What follows belongs to an exercise in optimizing a design on an open flow for small area, a short achievable clock period and few clock cycles per item; a production flow would make more cautious choices.
In this exercise RTL edits were held to simulation tests only and were not proved equivalent to the original.
No activity file was given, so power comes from the tool's default toggle rates.

==> run a <==
Design midpoint_ellipse_rasterizer_core, start of the top module:
module midpoint_ellipse_rasterizer_core
#(
   parameter int RADIUS_BITS = 10
)(
   input  wire logic                 clock,
   input  wire logic                 reset,
   input  wire logic                 req_valid,
   output logic                      req_stall,
   input  wire logic                 req_restart,
   output logic                      rsp_valid,
   input  wire logic                 rsp_stall,
   output logic signed [12:0]        rsp_pixel_x,
   output logic signed [12:0]        rsp_pixel_y,
   output logic                      rsp_last_of_step,
   output logic                      rsp_finished,
   input  wire logic                 csr_write_en,
   input  wire logic        [1:0]    csr_index,
   input  wire logic        [11:0]   csr_write_data
);
==> flow/config.mk <==
export PLATFORM = sky130hd
export DESIGN_NAME = midpoint_ellipse_rasterizer_core
export DESIGN_NICKNAME = midpoint_ellipse_rasterizer_core
export VERILOG_FILES = /design/flow/design.v
export SDC_FILE = /design/flow/constraint.sdc
export NUM_CORES = 4
export LEC_CHECK = 0
export CAP_MARGIN = 20
export CORE_MARGIN = 2
export CORE_UTILIZATION = 70
export SLEW_MARGIN = 20
==> flow/constraint.sdc <==
create_clock -name core_clock -period 11.0 [get_ports {clock}]
set_input_delay 2.2000 -clock core_clock [delete_from_list [all_inputs] [get_ports {clock}]]
set_output_delay 2.2000 -clock core_clock [all_outputs]
set_load 0.01 [all_outputs]
run.sh (not shown) runs the stock make flow with config.mk's settings and CLKGATE_MAP_FILE= SYNTH_SCRIPT=/design/flow/synth_recipe.tcl, a recipe that flattens the netlist after the stock synthesis.
==> inputs of run b, as changes to run a <==
--- a/flow/design.v
+++ b/flow/design.v
@@ -142,28 +142,28 @@
    logic [3:0]     phs;              
    logic           rq_v, rq_rs;      
    logic           rsb;              
    logic           seq_v;            
    logic [4:0]     seq_k;            
    logic           c_s1, c_s2, c_tra, c_trb, c_trc, c_sq, c_ld, c_pr;
    logic           c_f1, c_f2, c_done, c_fin, c_first;
    logic           dx1, dx0, qy1, qy0;    
-   logic           r2, complete, cmp, sgn;
+   logic           r2, complete, cmp, sgn, zer, zacc;
    logic [9:0]     x, y;
    logic [RW-1:0]  dr, pr, qr;       
    logic [2*W-1:0] xr, yr;           
    logic           dcs, dcc, qcs, qcc, pcc, ccs, ccc;
    logic [1:0]     dtop, qtop;
    logic           em_act, em_dn, ov;
    logic [1:0]     em_q;
    wire p0 = phs[0], p1 = phs[1], p2 = phs[2], p3 = phs[3];
    wire r1 = !r2;
    wire mb1 = !sgn;                
-   wire a2  = sgn;                 
+   wire a2  = sgn || zer;          
    wire [W-1:0] dh = dr[W-1:0];
    wire [W-1:0] ph_ = pr[W-1:0];
    wire [W-1:0] qh = qr[W-1:0];
    wire [W-1:0] xh = xr[W-1:0], xo = xr[2*W-1:W];
    wire [W-1:0] yh = yr[W-1:0], yo = yr[2*W-1:W];
    logic lo_ok, hi_ok;               
    wire [W-1:0] x0 = lo_ok ? xh : '0;
    wire [W-1:0] x2 = {lo_ok ? xh[W-3:0] : 8'd0, hi_ok ? xo[W-1:W-2] : 2'd0};
@@ -191,17 +191,17 @@
    wire e_qx3 = (c_s1 && mb1) || c_s2 || c_f1;  
    wire [W-1:0] d_src = gate(dh, e_dh) | gate(d4s, e_d4);
    wire [W-1:0] d_a   = gate(qh, e_dq) | gate(qsr, c_tra) | gate(y2, c_trb || c_f1)
                       | gate(rx1, e_rx1) | gate(~x3, e_pr1);
    wire [W-1:0] d_b   = gate(ph_, e_dp) | gate(~ph_, e_dnp) | gate(~x0, c_trb)
                       | gate(~y0, c_trc) | gate(x0, c_f1) | gate(rx0, e_rx0)
                       | gate(~x2, e_pr0);
    wire         d_cs  = e_pr1;
-   wire         d_cc  = e_dnp || c_trb || e_pr0;
+   wire         d_cc  = e_dnp || c_trb || c_trc || e_pr0;
    wire [W-1:0] p_src = gate(ph_, e_ld_n);
    wire [W-1:0] p_a   = gate(y3, e_y3) | gate(~y2, c_tra) | gate(y2, c_f2);
    wire         p_cc  = c_tra;
    wire [W-1:0] q_src = gate(qh, e_qh) | gate(q4s, e_q4);
    wire [W-1:0] q_a   = gate(y3, e_y3) | gate(~y2, c_tra) | gate(y2, c_f2)
                       | gate(ry1, e_ry1) | gate(~x4, e_pr1);
    wire [W-1:0] q_b   = gate(x3, e_qx3) | gate(x2, c_tra) | gate(ry0, e_ry0)
                       | gate(~x3, e_pr0);
@@ -240,18 +240,20 @@
       dcc  <= dn_cc;
       pcc  <= pn_cc;
       qcs  <= qn_cs;
       qcc  <= qn_cc;
       ccs  <= cn_cs;
       ccc  <= cn_cc;
       dtop <= dh[W-1:W-2];
       qtop <= qh[W-1:W-2];
+      zacc <= p0 ? dz : (zacc && dz);
       if (p3) begin
          sgn <= dn[W-1];
+         zer <= zacc && dz;
          cmp <= cmp_n;
       end
       if (p0 && c_first && c_sq) cmp <= 1'b0;
    end
    wire free    = !ov || !rsp_stall;
    wire em_last = em_act && (em_dn || em_q == 2'd3);
    wire idle_n  = !em_act || (em_last && free);
    wire rq_n    = rq_v || (req_valid && !req_stall);
Settings changed: CORE_UTILIZATION 70 to 40.
==> inputs of run c, as changes to run a <==
--- a/flow/design.v
+++ b/flow/design.v
@@ -142,76 +142,114 @@
    logic [3:0]     phs;              
    logic           rq_v, rq_rs;      
    logic           rsb;              
    logic           seq_v;            
    logic [4:0]     seq_k;            
    logic           c_s1, c_s2, c_tra, c_trb, c_trc, c_sq, c_ld, c_pr;
    logic           c_f1, c_f2, c_done, c_fin, c_first;
    logic           dx1, dx0, qy1, qy0;    
-   logic           r2, complete, cmp, sgn;
+   logic           r2, complete, cmp, sgn, zer, zacc;
    logic [9:0]     x, y;
    logic [RW-1:0]  dr, pr, qr;       
    logic [2*W-1:0] xr, yr;           
    logic           dcs, dcc, qcs, qcc, pcc, ccs, ccc;
    logic [1:0]     dtop, qtop;
    logic           em_act, em_dn, ov;
    logic [1:0]     em_q;
    wire p0 = phs[0], p1 = phs[1], p2 = phs[2], p3 = phs[3];
    wire r1 = !r2;
    wire mb1 = !sgn;                
-   wire a2  = sgn;                 
+   wire a2  = sgn || zer;          
    wire [W-1:0] dh = dr[W-1:0];
    wire [W-1:0] ph_ = pr[W-1:0];
    wire [W-1:0] qh = qr[W-1:0];
    wire [W-1:0] xh = xr[W-1:0], xo = xr[2*W-1:W];
    wire [W-1:0] yh = yr[W-1:0], yo = yr[2*W-1:W];
-   logic lo_ok, hi_ok;               
+   wire lo_ok = p0 || p1;
+   wire hi_ok = p1 || p2;
    wire [W-1:0] x0 = lo_ok ? xh : '0;
    wire [W-1:0] x2 = {lo_ok ? xh[W-3:0] : 8'd0, hi_ok ? xo[W-1:W-2] : 2'd0};
    wire [W-1:0] x3 = {lo_ok ? xh[W-4:0] : 7'd0, hi_ok ? xo[W-1:W-3] : 3'd0};
    wire [W-1:0] x4 = {lo_ok ? xh[W-5:0] : 6'd0, hi_ok ? xo[W-1:W-4] : 4'd0};
    wire [W-1:0] y0 = lo_ok ? yh : '0;
    wire [W-1:0] y2 = {lo_ok ? yh[W-3:0] : 8'd0, hi_ok ? yo[W-1:W-2] : 2'd0};
    wire [W-1:0] y3 = {lo_ok ? yh[W-4:0] : 7'd0, hi_ok ? yo[W-1:W-3] : 3'd0};
    wire [W-1:0] rx0 = p0 ? rx_q : '0;
    wire [W-1:0] ry0 = p0 ? ry_q : '0;
    wire [W-1:0] rx1 = p0 ? {rx_q[8:0], 1'b0} : (p1 ? {9'd0, rx_q[9]} : '0);
    wire [W-1:0] ry1 = p0 ? {ry_q[8:0], 1'b0} : (p1 ? {9'd0, ry_q[9]} : '0);
    wire [W-1:0] qsr = {p3 ? qh[W-1] : qr[W], qh[W-1:1]};      
    wire [W-1:0] d4s = {dh[W-3:0], p0 ? 2'b00 : dtop};        
    wire [W-1:0] q4s = {qh[W-3:0], p0 ? 2'b00 : qtop};        
-   logic e_dh, e_d4, e_qh, e_q4, e_rx1, e_rx0, e_ry1, e_ry0, e_pr1, e_pr0;
-   logic e_ld_n;
-   function automatic logic [W-1:0] gate(input logic [W-1:0] v, input logic e);
-      gate = v & {W{e}};
-   endfunction
-   wire e_dq  = (c_s1 && mb1) || c_s2;          
-   wire e_dp  = c_s1 && !mb1;                   
-   wire e_dnp = (c_s2 && !a2) || c_tra;         
-   wire e_y3  = c_s1 || (c_s2 && a2) || c_f1;   
-   wire e_qx3 = (c_s1 && mb1) || c_s2 || c_f1;  
-   wire [W-1:0] d_src = gate(dh, e_dh) | gate(d4s, e_d4);
-   wire [W-1:0] d_a   = gate(qh, e_dq) | gate(qsr, c_tra) | gate(y2, c_trb || c_f1)
-                      | gate(rx1, e_rx1) | gate(~x3, e_pr1);
-   wire [W-1:0] d_b   = gate(ph_, e_dp) | gate(~ph_, e_dnp) | gate(~x0, c_trb)
-                      | gate(~y0, c_trc) | gate(x0, c_f1) | gate(rx0, e_rx0)
-                      | gate(~x2, e_pr0);
-   wire         d_cs  = e_pr1;
-   wire         d_cc  = e_dnp || c_trb || e_pr0;
-   wire [W-1:0] p_src = gate(ph_, e_ld_n);
-   wire [W-1:0] p_a   = gate(y3, e_y3) | gate(~y2, c_tra) | gate(y2, c_f2);
-   wire         p_cc  = c_tra;
-   wire [W-1:0] q_src = gate(qh, e_qh) | gate(q4s, e_q4);
-   wire [W-1:0] q_a   = gate(y3, e_y3) | gate(~y2, c_tra) | gate(y2, c_f2)
-                      | gate(ry1, e_ry1) | gate(~x4, e_pr1);
-   wire [W-1:0] q_b   = gate(x3, e_qx3) | gate(x2, c_tra) | gate(ry0, e_ry0)
-                      | gate(~x3, e_pr0);
-   wire         q_cs  = e_pr1;
-   wire         q_cc  = c_tra || e_pr0;
+   logic [W-1:0] d_src, d_a, d_b, p_src, p_a, q_src, q_a, q_b;
+   logic         d_cs, d_cc, p_cc, q_cs, q_cc;
+   always_comb begin
+      d_src = dh;  d_a = '0; d_b = '0; d_cs = 1'b0; d_cc = 1'b0;
+      p_src = ph_; p_a = '0; p_cc = 1'b0;
+      q_src = qh;  q_a = '0; q_b = '0; q_cs = 1'b0; q_cc = 1'b0;
+      if (c_s1) begin
+         d_a = mb1 ? qh : '0;
+         d_b = mb1 ? '0 : ph_;
+         p_a = y3;
+         q_a = y3;
+         q_b = mb1 ? x3 : '0;
+      end
+      if (c_s2) begin
+         d_a = qh;
+         d_b = a2 ? '0 : ~ph_;
+         d_cc = !a2;
+         p_a = a2 ? y3 : '0;
+         q_a = a2 ? y3 : '0;
+         q_b = x3;
+      end
+      if (c_tra) begin
+         d_a = qsr;  d_b = ~ph_; d_cc = 1'b1;
+         p_a = ~y2;  p_cc = 1'b1;
+         q_a = ~y2;  q_b = x2;   q_cc = 1'b1;
+      end
+      if (c_trb) begin
+         d_a = y2;   d_b = ~x0;  d_cc = 1'b1;
+      end
+      if (c_trc) begin
+         d_b = ~y0;  d_cc = 1'b1;
+      end
+      if (c_sq) begin
+         d_src = c_first ? '0 : d4s;
+         d_a   = dx1 ? rx1 : '0;
+         d_b   = dx0 ? rx0 : '0;
+         q_src = c_first ? '0 : q4s;
+         q_a   = qy1 ? ry1 : '0;
+         q_b   = qy0 ? ry0 : '0;
+      end
+      if (c_ld) begin
+         d_src = '0; p_src = '0; q_src = '0;
+      end
+      if (c_pr) begin
+         d_src = d4s;
+         d_a   = qy1 ? ~x3 : '0;
+         d_b   = qy0 ? ~x2 : '0;
+         d_cs  = qy1;
+         d_cc  = qy0;
+         q_src = q4s;
+         q_a   = qy1 ? ~x4 : '0;
+         q_b   = qy0 ? ~x3 : '0;
+         q_cs  = qy1;
+         q_cc  = qy0;
+      end
+      if (c_f1) begin
+         d_a = y2;  d_b = x0;
+         p_a = y3;
+         q_a = y3;  q_b = x3;
+      end
+      if (c_f2) begin
+         p_a = y2;
+         q_a = y2;
+      end
+   end
    logic [W-1:0] dn, pn, qn, cn;
    logic         dn_cs, dn_cc, pn_cc, qn_cs, qn_cc, cn_cs, cn_cc, dz, qz_u, cz_u;
    mer_add3 #(.N(W)) u_dadd (
       .a (d_src), .b (d_a), .c (d_b),
       .cs (p0 ? d_cs : dcs), .cc (p0 ? d_cc : dcc),
       .s (dn), .cos (dn_cs), .coc (dn_cc), .z (dz)
    );
    mer_fadd #(.N(W)) u_padd (
@@ -240,18 +278,20 @@
       dcc  <= dn_cc;
       pcc  <= pn_cc;
       qcs  <= qn_cs;
       qcc  <= qn_cc;
       ccs  <= cn_cs;
       ccc  <= cn_cc;
       dtop <= dh[W-1:W-2];
       qtop <= qh[W-1:W-2];
+      zacc <= p0 ? dz : (zacc && dz);
       if (p3) begin
          sgn <= dn[W-1];
+         zer <= zacc && dz;
          cmp <= cmp_n;
       end
       if (p0 && c_first && c_sq) cmp <= 1'b0;
    end
    wire free    = !ov || !rsp_stall;
    wire em_last = em_act && (em_dn || em_q == 2'd3);
    wire idle_n  = !em_act || (em_last && free);
    wire rq_n    = rq_v || (req_valid && !req_stall);
@@ -308,18 +348,16 @@
       n_qy0 = ry_q[jb];
    end
    wire do_step = p0 && (c_s1 || c_s2);
    wire do_done = p0 && c_done;
    wire take    = p0 && (c_s1 || c_s2 || c_done || (c_sq && c_first));
    always_ff @(posedge clock) begin
       if (reset) begin
          phs      <= 4'b0001;
-         lo_ok    <= 1'b1;
-         hi_ok    <= 1'b0;
          rq_v     <= 1'b0;
          rq_rs    <= 1'b0;
          rsb      <= 1'b0;
          seq_v    <= 1'b0;
          seq_k    <= 5'd0;
          r2       <= 1'b0;
          complete <= 1'b1;
          c_s1     <= 1'b0;
@@ -330,31 +368,18 @@
          c_sq     <= 1'b0;
          c_ld     <= 1'b0;
          c_pr     <= 1'b0;
          c_f1     <= 1'b0;
          c_f2     <= 1'b0;
          c_done   <= 1'b0;
          c_fin    <= 1'b0;
          c_first  <= 1'b0;
-         e_dh     <= 1'b1;
-         e_d4     <= 1'b0;
-         e_qh     <= 1'b1;
-         e_q4     <= 1'b0;
-         e_ld_n   <= 1'b1;
-         e_rx1    <= 1'b0;
-         e_rx0    <= 1'b0;
-         e_ry1    <= 1'b0;
-         e_ry0    <= 1'b0;
-         e_pr1    <= 1'b0;
-         e_pr0    <= 1'b0;
       end else begin
-         phs   <= {phs[2:0], phs[3]};
-         lo_ok <= p3 || p0;
-         hi_ok <= p0 || p1;
+         phs <= {phs[2:0], phs[3]};
          if (req_valid && !req_stall) begin
             rq_v  <= 1'b1;
             rq_rs <= req_restart;
          end
          if (take) rq_v <= 1'b0;
          if (p3) begin
             c_s1    <= n_s1;
             c_s2    <= n_s2;
@@ -364,27 +389,16 @@
             c_sq    <= n_sq;
             c_ld    <= n_ld;
             c_pr    <= n_pr;
             c_f1    <= n_f1;
             c_f2    <= n_f2;
             c_done  <= n_done;
             c_fin   <= n_fin;
             c_first <= n_first;
-            e_dh    <= !(n_sq || n_ld || n_pr);
-            e_d4    <= n_pr || (n_sq && !n_first);
-            e_qh    <= !(n_sq || n_ld || n_pr);
-            e_q4    <= n_pr || (n_sq && !n_first);
-            e_ld_n  <= !n_ld;
-            e_rx1   <= n_sq && n_dx1;
-            e_rx0   <= n_sq && n_dx0;
-            e_ry1   <= n_sq && n_qy1;
-            e_ry0   <= n_sq && n_qy0;
-            e_pr1   <= n_pr && n_qy1;
-            e_pr0   <= n_pr && n_qy0;
             if (seq_v) begin
                seq_k <= seq_k + 5'd1;
                if (n_last) seq_v <= 1'b0;
             end
             if (n_rs) begin
                seq_v <= 1'b1;
                seq_k <= 5'd1;
                rsb   <= 1'b1;
Settings changed: ABC_AREA set to 1, CORE_UTILIZATION 70 to 40.
==> comparison table <==
quantity	run a	run b	run c
H-tree depth	1	2	2
Outcome	no timing/DRC/antenna violations	no timing/DRC/antenna violations	no timing/DRC/antenna violations
Met3 global-route usage	6.24%	3.50%	4.61%
Source of the critical timing path	sgn	sgn	c_sq
Logic pwr share	13.3%	17.9%	24.6%
Register-to-register setup slack	6180 ps	6090 ps	5870 ps
Logic power comb	394 uW	578 uW	919 uW
TritonCTS Buffers	30	35	35
Invs w/o clock	93	118	239
Post-Synth XOR/XNOR Area	3.38%	3.69%	2.79%
Via-per-instance ratio	6.48	5.38	5.42
Clock Power	1080 uW	1160 uW	1260 uW
Met2 global-route usage	59.8%	34.1%	42.7%
Core area	20900 um^2	36700 um^2	38600 um^2
Clock slew at the register clock pins of the worst setup and hold paths	60 ps	60 ps	80 ps
Switching share of total power	27.0%	28.5%	31.6%
Slowest cell on the critical path	sky130_fd_sc_hd__edfxtp_1	sky130_fd_sc_hd__nor3_1	sky130_fd_sc_hd__nor2_1
Final period demand of the worst path	4820 ps	4910 ps	5130 ps
Portion of synthesized cell area occupied by the leading cell type	37.5%	37.2%	34.2%
Post-route cell area	16500 um^2	17100 um^2	17900 um^2
Hold_sp	dr[28]	yr[14]	yr[13]
Footprint of the flip-flops and latches	6720 um^2	6770 um^2	6690 um^2
Nets in the synthesized netlist	1655	1690	2076
Met2 wirelength from detailed routing	19400 um	18500 um	24100 um
Testbench counts of run a, summed over its fixed seeds: cycles 107,476, items 102,668.
Testbench counts of run b, summed over its fixed seeds: cycles 107,476, items 102,668.
Testbench counts of run c, summed over its fixed seeds: cycles 107,476, items 102,668.

## afterwards: timing with drivers on the ports
In the flow no input, the clock included, has a driving cell. The finished layouts below were timed again as built, in two steps.
Step 1, drivers: a clkbuf_16 drives clock and a buf_2 each remaining input, both assumed.
Step 2 adds t to the input delays and takes it off the output delays; t is the mean of the earliest and latest rising clock arrival at the registers after step 1. Input paths then give back, and output paths get back, about the clock's delay inside the block.
Three values: no drivers, after step 1, after step 2; two values: the first two.
| run | t, ns | slack for setup (ns) | clock arrival spread, ns | worst slew at a driven data input, ns |
|---|---|---|---|---|
| run a | 0.604 | 6.181 / 6.181 / 6.181 | 0.009 / 0.010 | 0.05 |
| run b | 0.567 | 6.093 / 6.093 / 6.093 | 0.030 / 0.030 | 0.06 |
| run c | 0.597 | 5.866 / 5.866 / 5.866 | 0.027 / 0.028 | 0.06 |
After both steps setup and hold are still met in every run listed.
